This design comes from an exercise in tuning for small area on the open sky130 flow, not from production work.
Only simulation tests tie the RTL to the original design; equivalence was not proved.
Power and IR drop assume default switching activity.

[flow/flow/run.sh]
#!/bin/bash
# Layout flow: the standard ORFS flow (standard.sh, unchanged synthesis) with
#  - the storage flip-flops placed on a bit-column / entry-row grid during global placement
#    (pin_flops.tcl, released again by unpin_flops.tcl),
#  - the smallest buffer on every input and output port,
#  - a clock tree of clkbuf_4/clkbuf_8 in clusters of up to 20 flip-flops, without dummy loads,
#  - gate downsizing on paths with positive slack after global routing.
# Each ORFS step writes its full log under orfs/logs/; make's output goes to flow_make.log.
set -uo pipefail
here=$(pwd)
export PRE_GLOBAL_PLACE_SKIP_IO_TCL="$here/flow/pin_flops.tcl"
export POST_GLOBAL_PLACE_TCL="$here/flow/unpin_flops.tcl"
export BUFFER_PORTS_ARGS="-buffer_cell sky130_fd_sc_hd__buf_1"
export CTS_ARGS="-sink_clustering_enable -repair_clock_nets -dont_use_dummy_load -sink_clustering_size 20 -sink_clustering_max_diameter 60 -buf_list {sky130_fd_sc_hd__clkbuf_4 sky130_fd_sc_hd__clkbuf_8}"
export RECOVER_POWER=100
bash standard.sh > flow_make.log 2>&1
[flow/flow/pin_flops.tcl]
# Place the storage flip-flops on a regular grid before global placement: data bit b in
# column b (left to right), entry i in a band of rows (bottom to top). The read and write
# cells of each bit then gather around their flip-flops, and every select line runs along
# one band. The flip-flops are held (FIRM) only during global placement.
set block [ord::get_db_block]
set core  [$block getCoreArea]
set cx0 [$core xMin]; set cx1 [$core xMax]
set rows {}
foreach row [$block getRows] {
  lappend rows [list [[$row getBBox] yMin] $row]
}
set rows [lsort -integer -index 0 $rows]
set nrows [llength $rows]
set nbits 32
set nent 31
set colw [expr {double($cx1 - $cx0) / $nbits}]
set npinned 0
foreach inst [$block getInsts] {
  set name [$inst getName]
  if {![regexp {^g_ent\\?\[([0-9]+)\\?\]\.q\\?\[([0-9]+)\\?\]} $name -> ent bit]} { continue }
  set r [expr {int((($ent - 1) + 0.5) * $nrows / $nent)}]
  set row [lindex $rows $r 1]
  set site_w [[$row getSite] getWidth]
  set rx0 [[$row getBBox] xMin]
  set w [[$inst getMaster] getWidth]
  set xd [expr {$cx0 + ($bit + 0.5) * $colw - $w / 2.0}]
  set x [expr {$rx0 + int(round(($xd - $rx0) / $site_w)) * $site_w}]
  $inst setOrient [$row getOrient]
  $inst setLocation $x [[$row getBBox] yMin]
  $inst setPlacementStatus FIRM
  incr npinned
}
puts "pin_flops: placed $npinned storage flip-flops on the grid ($nrows rows, column width [format %.2f [expr {$colw / [$block getDbUnitsPerMicron]}]] um)"
[flow/flow/unpin_flops.tcl]
# Release the storage flip-flops pinned by pin_flops.tcl so later steps may legalize them.
set n 0
foreach inst [[ord::get_db_block] getInsts] {
  if {[$inst getPlacementStatus] == "FIRM"} {
    $inst setPlacementStatus PLACED
    incr n
  }
}
puts "unpin_flops: released $n flip-flops"
[flow/standard.sh]
#!/bin/bash
# synth_recipe.tcl (not shown) runs the flow's synth.tcl, then flattens the netlist and writes it again
# the make line also repeats each setting of config.mk as NAME=value (left out here)
make -C /OpenROAD-flow-scripts/flow DESIGN_CONFIG=/design/flow/config.mk WORK_HOME=/design/flow/orfs CLKGATE_MAP_FILE= SYNTH_SCRIPT=/design/flow/synth_recipe.tcl "${@:-finish}"
[flow/config.mk]
export PLATFORM = sky130hd
export DESIGN_NAME = regfile_mp
export DESIGN_NICKNAME = regfile_mp
export VERILOG_FILES = /design/flow/design.v
export SDC_FILE = /design/flow/constraint.sdc
export NUM_CORES = 4
export LEC_CHECK = 0
export CAP_MARGIN = 20
export CORE_MARGIN = 2
export CORE_UTILIZATION = 50
export CTS_BUF_LIST = sky130_fd_sc_hd__clkbuf_4 sky130_fd_sc_hd__clkbuf_8
export SLEW_MARGIN = 20
export SYNTH_HIERARCHICAL = 1
[flow/constraint.sdc]
create_clock -name core_clock -period 8.0 [get_ports {clk}]
set_input_delay 1.6000 -clock core_clock [delete_from_list [all_inputs] [get_ports {clk}]]
set_output_delay 1.6000 -clock core_clock [all_outputs]
set_load 0.01 [all_outputs]
[flow/design.v]
package regfile_mp_pkg;
  localparam int REG_ZERO = 0;
  localparam int REG_V0   = 2;
  localparam int REG_A0   = 4;
  localparam int REG_RA   = 31;
  typedef enum logic {
    RF_CLEAR = 1'b0,
    RF_RUN   = 1'b1
  } rf_state_e;
endpackage
module regfile_clear_fsm (
  input  logic clk,
  input  logic rst,
  output logic ready
);
  always_ff @(posedge clk) ready <= ~rst;
endmodule
module rf_pre #(parameter int NB = 2) (
  input  logic              en,
  input  logic [NB-1:0]     a,
  output logic [2**NB-1:0]  yn
);
  for (genvar i = 0; i < 2**NB; i++) begin : g_y
    assign yn[i] = ~(en & (a == NB'(i)));
  end
endmodule
module rf_pre_ne #(parameter int NB = 3) (
  input  logic [NB-1:0]     a,
  output logic [2**NB-1:0]  yn
);
  for (genvar i = 0; i < 2**NB; i++) begin : g_y
    assign yn[i] = ~(a == NB'(i));
  end
endmodule
module rf_fin (
  input  logic [3:0]  lo_n,
  input  logic [7:0]  hi_n,
  output logic [31:1] y
);
  for (genvar i = 1; i < 32; i++) begin : g_y
    assign y[i] = ~(lo_n[i % 4] | hi_n[i / 4]);
  end
endmodule
module rf_dec (
  input  logic        en,
  input  logic [4:0]  a,
  output logic [61:0] y      
);
  logic [3:0] lo_n;
  logic [7:0] hi_n;
  rf_pre    #(.NB(2)) u_lo (.en(en), .a(a[1:0]), .yn(lo_n));
  rf_pre_ne #(.NB(3)) u_hi (.a(a[4:2]), .yn(hi_n));
  for (genvar h = 0; h < 2; h++) begin : g_h
    rf_fin u_f (.lo_n(lo_n), .hi_n(hi_n), .y(y[31*h +: 31]));
  end
endmodule
module rf_bsel (
  input  logic nz, m1, m0,
  output logic b1, b0
);
  assign b1 = nz & m1;
  assign b0 = nz & m0 & ~m1;
endmodule
module rf_wbit (
  input  logic s1, d1, s0, d0, hold, q,
  output logic d
);
  assign d = (s1 & d1) | (s0 & d0) | (hold & q);
endmodule
module rf_aoi3 (
  input  logic a1, a2, b1, b2, c1, c2,
  output logic y
);
  assign y = ~((a1 & a2) | (b1 & b2) | (c1 & c2));
endmodule
module rf_rbit #(parameter int N = 33) (
  input  logic [N-1:0] sel,
  input  logic [N-1:0] din,
  output logic         y
);
  localparam int NG = N / 3;
  localparam int NR = N - 3 * NG;
  logic [NG+NR-1:0] n;
  for (genvar g = 0; g < NG; g++) begin : g_g
    rf_aoi3 u_a (.a1(sel[3*g]),   .a2(din[3*g]),
                 .b1(sel[3*g+1]), .b2(din[3*g+1]),
                 .c1(sel[3*g+2]), .c2(din[3*g+2]), .y(n[g]));
  end
  for (genvar r = 0; r < NR; r++) begin : g_r
    assign n[NG+r] = ~(sel[3*NG+r] & din[3*NG+r]);
  end
  assign y = ~&n;
endmodule
module regfile_mp
#(
  parameter int DATA_WIDTH = 32,
  parameter int DEPTH      = 32,
  parameter int NUM_RD     = 3,
  parameter int ZERO_REG   = 1,
  localparam int AW        = $clog2(DEPTH)
) (
  input  logic                         clk,
  input  logic                         rst,
  output logic                         ready,
  input  logic                         we0,
  input  logic [AW-1:0]                waddr0,
  input  logic [DATA_WIDTH-1:0]        wdata0,
  input  logic                         we1,
  input  logic [AW-1:0]                waddr1,
  input  logic [DATA_WIDTH-1:0]        wdata1,
  input  logic [NUM_RD*AW-1:0]         raddr,
  output logic [NUM_RD*DATA_WIDTH-1:0] rdata,
  input  logic [AW-1:0]                dbg_addr,
  output logic [DATA_WIDTH-1:0]        dbg_data,
  input  logic                         iss_valid,
  input  logic [AW-1:0]                iss_addr,
  output logic [NUM_RD-1:0]            busy
);
  localparam int LO = (ZERO_REG != 0) ? 1 : 0;
  localparam int NE = DEPTH - LO;           
  logic [DATA_WIDTH-1:0] mem [DEPTH];
  logic [DEPTH-1:0]      busy_v;            
  logic                  en1, en0, eni;
  localparam int HW = DATA_WIDTH / 2;      
  logic [2*NE-1:0]       s1, s0, si;    
  regfile_clear_fsm u_clear (
    .clk   (clk),
    .rst   (rst),
    .ready (ready)
  );
  assign en1 = ~rst & ready & we1;
  assign en0 = ~rst & ready & we0 & ~(we1 & (waddr1 == waddr0));
  assign eni = ~rst & ready & iss_valid;
  rf_dec u_d1 (.en(en1), .a(waddr1),   .y(s1));
  rf_dec u_d0 (.en(en0), .a(waddr0),   .y(s0));
  rf_dec u_di (.en(eni), .a(iss_addr), .y(si));    
  if (LO == 1) begin : g_zero
    assign mem[0]    = '0;
    assign busy_v[0] = 1'b0;
  end
  for (genvar i = LO; i < DEPTH; i++) begin : g_ent
    logic [1:0] hold;
    logic busy_q;
    logic [DATA_WIDTH-1:0] q, d;
    for (genvar h = 0; h < 2; h++) begin : g_h
      assign hold[h] = ~(rst | s0[NE*h+i-1] | s1[NE*h+i-1]);
      for (genvar b = h * HW; b < (h + 1) * HW; b++) begin : g_b
        rf_wbit u_w (.s1(s1[NE*h+i-1]), .d1(wdata1[b]), .s0(s0[NE*h+i-1]), .d0(wdata0[b]),
                     .hold(hold[h]), .q(q[b]), .d(d[b]));
      end
    end
    always_ff @(posedge clk) q <= d;
    assign mem[i] = q;
    always_ff @(posedge clk)
      busy_q <= si[i-1] | (busy_q & hold[0]);
    assign busy_v[i] = busy_q;
  end
  logic [2*NE-1:0]  dsel;
  logic [3:0]       dlo_n;
  logic [7:0]       dhi_n;
  rf_pre_ne #(.NB(2)) u_dlo (.a(dbg_addr[1:0]), .yn(dlo_n));
  rf_pre_ne #(.NB(3)) u_dhi (.a(dbg_addr[4:2]), .yn(dhi_n));
  for (genvar h = 0; h < 2; h++) begin : g_dh
    rf_fin u_df (.lo_n(dlo_n), .hi_n(dhi_n), .y(dsel[NE*h +: NE]));
  end
  for (genvar b = 0; b < DATA_WIDTH; b++) begin : g_dbg
    logic [NE-1:0] col;
    for (genvar i = LO; i < DEPTH; i++) begin : g_c
      assign col[i-LO] = mem[i][b];
    end
    rf_rbit #(.N(NE)) u_r (.sel(dsel[NE*(b/HW) +: NE]), .din(col), .y(dbg_data[b]));
  end
  for (genvar k = 0; k < NUM_RD; k++) begin : g_rd
    logic [AW-1:0]    ra;
    logic             nz, m1, m0, ih, bq;
    logic [1:0]       b1, b0;
    logic [2*NE-1:0]  dec;
    logic [DEPTH-1:1] bdec;
    logic [3:0]       lo_n, blo_n;
    logic [7:0]       hi_n;
    logic [2*NE+3:0]  sel;       
    assign ra = raddr[k*AW +: AW];
    assign nz = (ZERO_REG == 0) || (ra != '0);
    assign m1 = ready & we1 & (waddr1 == ra);
    assign m0 = ready & we0 & (waddr0 == ra);
    assign ih = ready & iss_valid & (iss_addr == ra);
    rf_pre    #(.NB(2)) u_lo  (.en(~(m1 | m0)), .a(ra[1:0]), .yn(lo_n));
    rf_pre_ne #(.NB(2)) u_blo (.a(ra[1:0]), .yn(blo_n));
    rf_pre_ne #(.NB(3)) u_hi  (.a(ra[4:2]), .yn(hi_n));
    rf_fin u_bf (.lo_n(blo_n), .hi_n(hi_n), .y(bdec));
    for (genvar h = 0; h < 2; h++) begin : g_h
      rf_fin  u_f (.lo_n(lo_n), .hi_n(hi_n), .y(dec[NE*h +: NE]));
      rf_bsel u_b (.nz(nz), .m1(m1), .m0(m0), .b1(b1[h]), .b0(b0[h]));
      assign sel[(NE+2)*h +: NE+2] = {b1[h], b0[h], dec[NE*h +: NE]};
    end
    for (genvar b = 0; b < DATA_WIDTH; b++) begin : g_b
      logic [NE+1:0] col;
      for (genvar i = LO; i < DEPTH; i++) begin : g_c
        assign col[i-LO] = mem[i][b];
      end
      assign col[NE+1] = wdata1[b];
      assign col[NE]   = wdata0[b];
      rf_rbit #(.N(NE+2)) u_r (.sel(sel[(NE+2)*(b/HW) +: NE+2]), .din(col), .y(rdata[k*DATA_WIDTH + b]));
    end
    rf_rbit #(.N(NE)) u_bz (.sel(bdec[DEPTH-1:LO]), .din(busy_v[DEPTH-1:LO]), .y(bq));
    assign busy[k] = bq & ~((m1 | m0) & ~ih);
  end
endmodule
==> flow_metrics.env <==
export IMPL_error="[ERROR GRT-0116] Global routing finished with congestion. Check the congestion regions in the DRC Viewer."
export IMPL_die_h_um=338
export IMPL_grt_pass1_wl_um=731000
export IMPL_ioPinCount=236
export IMPL_cts_hold_buf=0
export IMPL_dp_cells=8017
export IMPL_start_util_pct=50.5
export IMPL_outcome="stopped before the end"
export IMPL_cts_buffers=110
export IMPL_cts_root_buffer="clkbuf_8"
export IMPL_clock_path_buffers=3
export IMPL_cts_sinks=1024
export IMPL_post_cts_buffers=0
export IMPL_synth_net_count=5887
export IMPL_postSynthAreaPerCell_um2=9.67
export IMPL_grt_total_usage_pct=85.2
export IMPL_htreeDepth=3
export IMPL_place_detailed_hpwl_um=318000
export IMPL_netlist_area_mm2=0.0559
export IMPL_grt_overflow=3117
export IMPL_ctsResizeCount=0
export IMPL_grt_pass1_vias=81700
export IMPL_portBuffers=235
export IMPL_dieWidth_um=338
export IMPL_num_rows=122
export IMPL_ys_warn_count=9
export IMPL_grt_max_degree=35
export IMPL_lastStage="global routing (5_1_grt)"
export IMPL_post_place_ws_ns=0.668
export IMPL_synthCells=5783
## power by group through the flow
stage,clock [W],combinational [W],sequential [W]
CTS,0.00315,0.000925,0.00522
global placement,0,0.000912,0.00534
floorplan,0,0.000333,0.00529
detailed placement,0,0.000923,0.00534
## layer usage
layer  global-route usage (%)  GRT overflow
met2                      101          2136
met1                     86.3            36
met3                     68.8            50
met5                     30.5             4
met4                     86.0           891
## how the worst max path moves through the flow
stage                         start         to  slack (ns)  depth (start not counted)
after global placement    waddr1[1]  rdata[84]        0.71                         13
after CTS                 waddr0[2]  rdata[84]        0.66                         13
after detailed placement  waddr0[2]  rdata[84]        0.67                         13
after floorplan           waddr1[1]   rdata[0]        2.70                          9
## per-stage QoR
| stage | util [%] | instance area [um^2] | total power [W] |
|---|---|---|---|
| global placement | 56.7 | 62900 | 0.00625 |
| detailed placement | 56.8 | 62900 | 0.00626 |
| CTS | 58.1 | 64400 | 0.00930 |
| floorplan | - | 55900 | 0.00562 |
